Context: an optimization exercise on an open-source flow, tuned for small area. The choices shown serve that exercise and are no tape-out recipe. Only simulation tests tie the RTL to the original design; equivalence was not proved. No activity file was given, so power comes from the tool's default toggle rates.

the baseline:
==> flow/design.v <==
module id_branch_predict #(
    parameter int PC_WIDTH   = 32,
    parameter int DATA_WIDTH = 32,
    parameter int BHT_DEPTH  = 64,
    parameter int TAG_WIDTH  = 8
) (
    input  logic                  clk,
    input  logic                  rst,
    input  logic [PC_WIDTH-1:0]   if_pc,
    output logic                  pred_taken,
    output logic [PC_WIDTH-1:0]   pred_target,
    input  logic                  id_valid,
    input  logic                  id_stall,
    input  logic [PC_WIDTH-1:0]   id_pc,
    input  logic [1:0]            id_type,
    input  logic [2:0]            id_cmp,
    input  logic                  id_pred_taken,
    input  logic [PC_WIDTH-1:0]   id_pred_target,
    input  logic [4:0]            id_rs1,
    input  logic [4:0]            id_rs2,
    input  logic [DATA_WIDTH-1:0] reg_rdata1,
    input  logic [DATA_WIDTH-1:0] reg_rdata2,
    input  logic [DATA_WIDTH-1:0] imm,
    input  logic                  exmem_reg_write,
    input  logic                  memwb_reg_write,
    input  logic [4:0]            exmem_reg_dest,
    input  logic [4:0]            memwb_reg_dest,
    input  logic [DATA_WIDTH-1:0] exmem_reg_wdata,
    input  logic [DATA_WIDTH-1:0] wb_reg_wdata,
    output logic                  flush_pipeline,
    output logic [PC_WIDTH-1:0]   redirect_pc,
    output logic [15:0]           mispredict_cnt
);
    localparam int IDX_W   = $clog2(BHT_DEPTH);
    localparam int TAG_LSB = IDX_W + 2;
    localparam logic [1:0] TYPE_BR   = 2'b00;
    localparam logic [1:0] TYPE_JAL  = 2'b01;
    localparam logic [1:0] TYPE_JALR = 2'b10;
    localparam logic [1:0] TYPE_NONE = 2'b11;
    logic [BHT_DEPTH-1:0] tbl_p;
    logic [BHT_DEPTH-1:0] tbl_c0;
    logic [BHT_DEPTH-1:0] tbl_tag [TAG_WIDTH];
    logic [BHT_DEPTH-1:0] tbl_tgt [31:1];
    logic [IDX_W-1:0]     if_idx;
    logic [TAG_WIDTH-1:0] if_tag;
    logic [BHT_DEPTH-1:0] if_sel;
    logic                 if_p;
    logic [TAG_WIDTH-1:0] if_tag_r;
    logic [31:1]          if_tgt_r;
    assign if_idx = if_pc[IDX_W+1:2];
    assign if_tag = if_pc[TAG_LSB+TAG_WIDTH-1:TAG_LSB];
    for (genvar i = 0; i < BHT_DEPTH; i++) begin : g_if_sel
        assign if_sel[i] = (if_idx == IDX_W'(i));
    end
    id_branch_predict_rd u_if_p (.sel(if_sel), .d(tbl_p), .q(if_p));
    for (genvar b = 0; b < TAG_WIDTH; b++) begin : g_if_tag
        id_branch_predict_rd u_rd (.sel(if_sel), .d(tbl_tag[b]), .q(if_tag_r[b]));
    end
    for (genvar b = 1; b < 32; b++) begin : g_if_tgt
        id_branch_predict_rd u_rd (.sel(if_sel), .d(tbl_tgt[b]), .q(if_tgt_r[b]));
    end
    logic [31:2] if_pc4;
    assign if_pc4      = if_pc[31:2] + 30'd1;
    assign pred_taken  = if_p && (if_tag_r == if_tag);
    assign pred_target = pred_taken ? {if_tgt_r, 1'b0} : {if_pc4, if_pc[1:0]};
    logic [DATA_WIDTH-1:0] rs1_fwd;
    logic [DATA_WIDTH-1:0] rs2_fwd;
    logic ex_ok, wb_ok;
    assign ex_ok = exmem_reg_write && (exmem_reg_dest != 5'd0);
    assign wb_ok = memwb_reg_write && (memwb_reg_dest != 5'd0);
    logic s_ex1, s_wb1, s_rf1, s_ex2, s_wb2, s_rf2;
    logic [DATA_WIDTH-1:0] rs1_n, rs2_n;
    assign s_ex1 = ex_ok && (exmem_reg_dest == id_rs1);
    assign s_wb1 = !s_ex1 && wb_ok && (memwb_reg_dest == id_rs1);
    assign s_rf1 = !s_ex1 && !s_wb1;
    assign s_ex2 = ex_ok && (exmem_reg_dest == id_rs2);
    assign s_wb2 = !s_ex2 && wb_ok && (memwb_reg_dest == id_rs2);
    assign s_rf2 = !s_ex2 && !s_wb2;
    for (genvar b = 0; b < DATA_WIDTH; b++) begin : g_fwd
        id_branch_predict_aoi222 u_rs1 (
            .a1(s_ex1), .a2(exmem_reg_wdata[b]),
            .b1(s_wb1), .b2(wb_reg_wdata[b]),
            .c1(s_rf1), .c2(reg_rdata1[b]),
            .y(rs1_n[b]));
        id_branch_predict_aoi222 u_rs2 (
            .a1(s_ex2), .a2(exmem_reg_wdata[b]),
            .b1(s_wb2), .b2(wb_reg_wdata[b]),
            .c1(s_rf2), .c2(reg_rdata2[b]),
            .y(rs2_n[b]));
    end
    assign rs1_fwd = ~rs1_n;
    assign rs2_fwd = ~rs2_n;
    logic lo_lt, hi_eq, eq, ltu, lts, rel, br_taken;
    assign lo_lt = rs1_fwd[30:0] < rs2_fwd[30:0];
    assign hi_eq = rs1_fwd[31] == rs2_fwd[31];
    assign eq    = rs1_fwd == rs2_fwd;
    assign ltu   = hi_eq ? lo_lt : rs2_fwd[31];
    assign lts   = hi_eq ? lo_lt : rs1_fwd[31];
    always_comb begin
        case ({id_cmp[2], id_cmp[1]})
            2'b00:   rel = eq;
            2'b10:   rel = lts;
            2'b11:   rel = ltu;
            default: rel = 1'b0;
        endcase
    end
    assign br_taken = (id_cmp[2] | ~id_cmp[1]) & (rel ^ id_cmp[0]);
    logic                actual_taken;
    logic [PC_WIDTH-1:0] target_base;
    logic [PC_WIDTH-1:0] target_sum;
    logic [31:1]         actual_target;
    always_comb begin
        case (id_type)
            TYPE_BR:   actual_taken = br_taken;
            TYPE_JAL:  actual_taken = 1'b1;
            TYPE_JALR: actual_taken = 1'b1;
            default:   actual_taken = 1'b0;
        endcase
    end
    assign target_base   = (id_type == TYPE_JALR) ? rs1_fwd : id_pc;
    assign target_sum    = target_base + imm;
    assign actual_target = target_sum[31:1];
    logic resolve;
    logic mispredict;
    logic [31:2] id_pc4;
    assign resolve    = id_valid && !id_stall && (id_type != TYPE_NONE);
    assign mispredict = resolve &&
                        ((actual_taken != id_pred_taken) ||
                         (actual_taken && (id_pred_target != {actual_target, 1'b0})));
    assign id_pc4     = id_pc[31:2] + 30'd1;
    assign flush_pipeline = mispredict;
    assign redirect_pc    = !mispredict ? '0 :
                            (actual_taken ? {actual_target, 1'b0} : {id_pc4, id_pc[1:0]});
    logic [IDX_W-1:0]     id_idx;
    logic [TAG_WIDTH-1:0] id_tag;
    logic [BHT_DEPTH-1:0] id_sel;
    logic                 id_p, id_c0, id_v1;
    logic [TAG_WIDTH-1:0] id_tag_r;
    assign id_idx = id_pc[IDX_W+1:2];
    assign id_tag = id_pc[TAG_LSB+TAG_WIDTH-1:TAG_LSB];
    for (genvar i = 0; i < BHT_DEPTH; i++) begin : g_id_sel
        assign id_sel[i] = (id_idx == IDX_W'(i));
    end
    id_branch_predict_rd u_id_p  (.sel(id_sel), .d(tbl_p),      .q(id_p));
    id_branch_predict_rd u_id_c0 (.sel(id_sel), .d(tbl_c0),     .q(id_c0));
    id_branch_predict_rd u_id_v1 (.sel(id_sel), .d(tbl_tgt[1]), .q(id_v1));
    for (genvar b = 0; b < TAG_WIDTH; b++) begin : g_id_tag
        id_branch_predict_rd u_rd (.sel(id_sel), .d(tbl_tag[b]), .q(id_tag_r[b]));
    end
    logic id_hit;
    assign id_hit = (id_p | id_v1) && (id_tag_r == id_tag);
    logic upd, upd_t;
    logic new_p, new_c0, new_v1;
    assign upd   = resolve && (id_hit || actual_taken);
    assign upd_t = resolve && actual_taken;
    always_comb begin
        if (!id_hit) begin
            new_p  = 1'b1;
            new_c0 = 1'b0;
        end else if (actual_taken) begin
            new_p  = id_p | id_c0;
            new_c0 = ~id_c0 | id_p;
        end else begin
            new_p  = id_p & id_c0;
            new_c0 = ~id_c0 & id_p;
        end
        new_v1 = !new_p ? 1'b1 : (actual_taken ? actual_target[1] : id_v1);
    end
    always_ff @(posedge clk) begin
        for (int i = 0; i < BHT_DEPTH; i++) begin
            if (rst || (upd && id_sel[i])) begin
                tbl_p[i]      <= new_p & ~rst;
                tbl_tgt[1][i] <= new_v1 & ~rst;
                tbl_c0[i]     <= new_c0;
                for (int b = 0; b < TAG_WIDTH; b++)
                    tbl_tag[b][i] <= id_tag[b];
            end
            if (upd_t && id_sel[i]) begin
                for (int b = 2; b < 32; b++)
                    tbl_tgt[b][i] <= actual_target[b];
            end
        end
    end
    always_ff @(posedge clk) begin
        if (rst)
            mispredict_cnt <= '0;
        else if (mispredict && (mispredict_cnt != 16'hFFFF))
            mispredict_cnt <= mispredict_cnt + 16'd1;
    end
endmodule
module id_branch_predict_rd (
    input  logic [63:0] sel,
    input  logic [63:0] d,
    output logic        q
);
    logic [21:0] t;
    for (genvar g = 0; g < 21; g++) begin : g_aoi
        id_branch_predict_aoi222 u_aoi (
            .a1(sel[3*g]),   .a2(d[3*g]),
            .b1(sel[3*g+1]), .b2(d[3*g+1]),
            .c1(sel[3*g+2]), .c2(d[3*g+2]),
            .y(t[g]));
    end
    assign t[21] = ~(sel[63] & d[63]);
    assign q = ~&t;
endmodule
module id_branch_predict_aoi222 (
    input  logic a1, a2, b1, b2, c1, c2,
    output logic y
);
    assign y = ~((a1 & a2) | (b1 & b2) | (c1 & c2));
endmodule
clock: 13.0 ns
lec_check: 0
cap_margin: 10
core_margin: 2
core_utilization: 58
cts_buf_list: sky130_fd_sc_hd__clkbuf_8
cts_cluster_diameter: 60
cts_cluster_size: 16
slew_margin: 10
synth_hierarchical: 1
buffer_ports_args: -buffer_cell sky130_fd_sc_hd__buf_1
cts_args: -sink_clustering_enable -repair_clock_nets -dont_use_dummy_load -sink_clustering_size 16 -sink_clustering_max_diameter 60 -buf_list sky130_fd_sc_hd__clkbuf_8
standard.sh (not shown) runs the stock make flow with config.mk's settings and CLKGATE_MAP_FILE= SYNTH_SCRIPT=/design/flow/synth_recipe.tcl, a recipe that flattens the netlist after the stock synthesis.
==> flow/flow/run.sh <==
#!/bin/bash
# Standard layout (the standard.sh, standard synthesis unchanged) with two changes:
# the port buffers use the smallest buffer cell, and CTS inserts no dummy loads.
set -e
cat >> config.mk <<'EOC'
export BUFFER_PORTS_ARGS = -buffer_cell sky130_fd_sc_hd__buf_1
export CTS_ARGS = -sink_clustering_enable -repair_clock_nets -dont_use_dummy_load -sink_clustering_size 16 -sink_clustering_max_diameter 60 -buf_list sky130_fd_sc_hd__clkbuf_8
EOC
bash standard.sh > standard.log 2>&1
No stage failed in the baseline, and the final checks on the layout all came back clean.
For the candidate, these inputs were changed with respect to the baseline:
Settings: changing CORE_UTILIZATION from 58 to 50.
==> run notes <==
Worst-case reg-to-reg path depth on the candidate is down relative to the baseline. The final design area excluding fillers was comparable across the candidate and the baseline. Comparing the candidate and the baseline, the higher arrival time of the worst setup path was measured on the candidate. NOTE via count of the first global-routing pass the baseline->the candidate decreased by a few percent. Taking the baseline as the reference, in the candidate wire length of the first global-routing pass grew by 8600 µm, power density relative to cell area held steady.

[static timing again, ports no longer ideal]
In the flow no input, the clock included, has a driving cell. The finished layouts below were timed again as built, in two steps.
Step 1: set_driving_cell puts a clkbuf_16 on clk and a buf_2 on each other input, an assumption about the parent block.
Step 2 times the ports against the registers' clock, not the clock port: input delays grow and output delays shrink by t, the midpoint of the rising clock arrivals with the driver on.
Slacks: ideal / step 1 / step 2; pairs: ideal / step 1.
run	t (ns)	setup WS [ns]	worst setup path after step 2	clock arrival spread, ns	cell pins on the clock port's net
the baseline	1.021	1.035 / 1.014 / 1.014	input to output	0.176 / 0.176	1
the candidate	1.021	0.911 / 0.889 / 0.889	input to output	0.148 / 0.148	1
After both steps every run listed still meets setup and hold. The setup slack of the candidate, which loses most, moves by -0.022 ns with the drivers and by -0.022 ns with both steps.
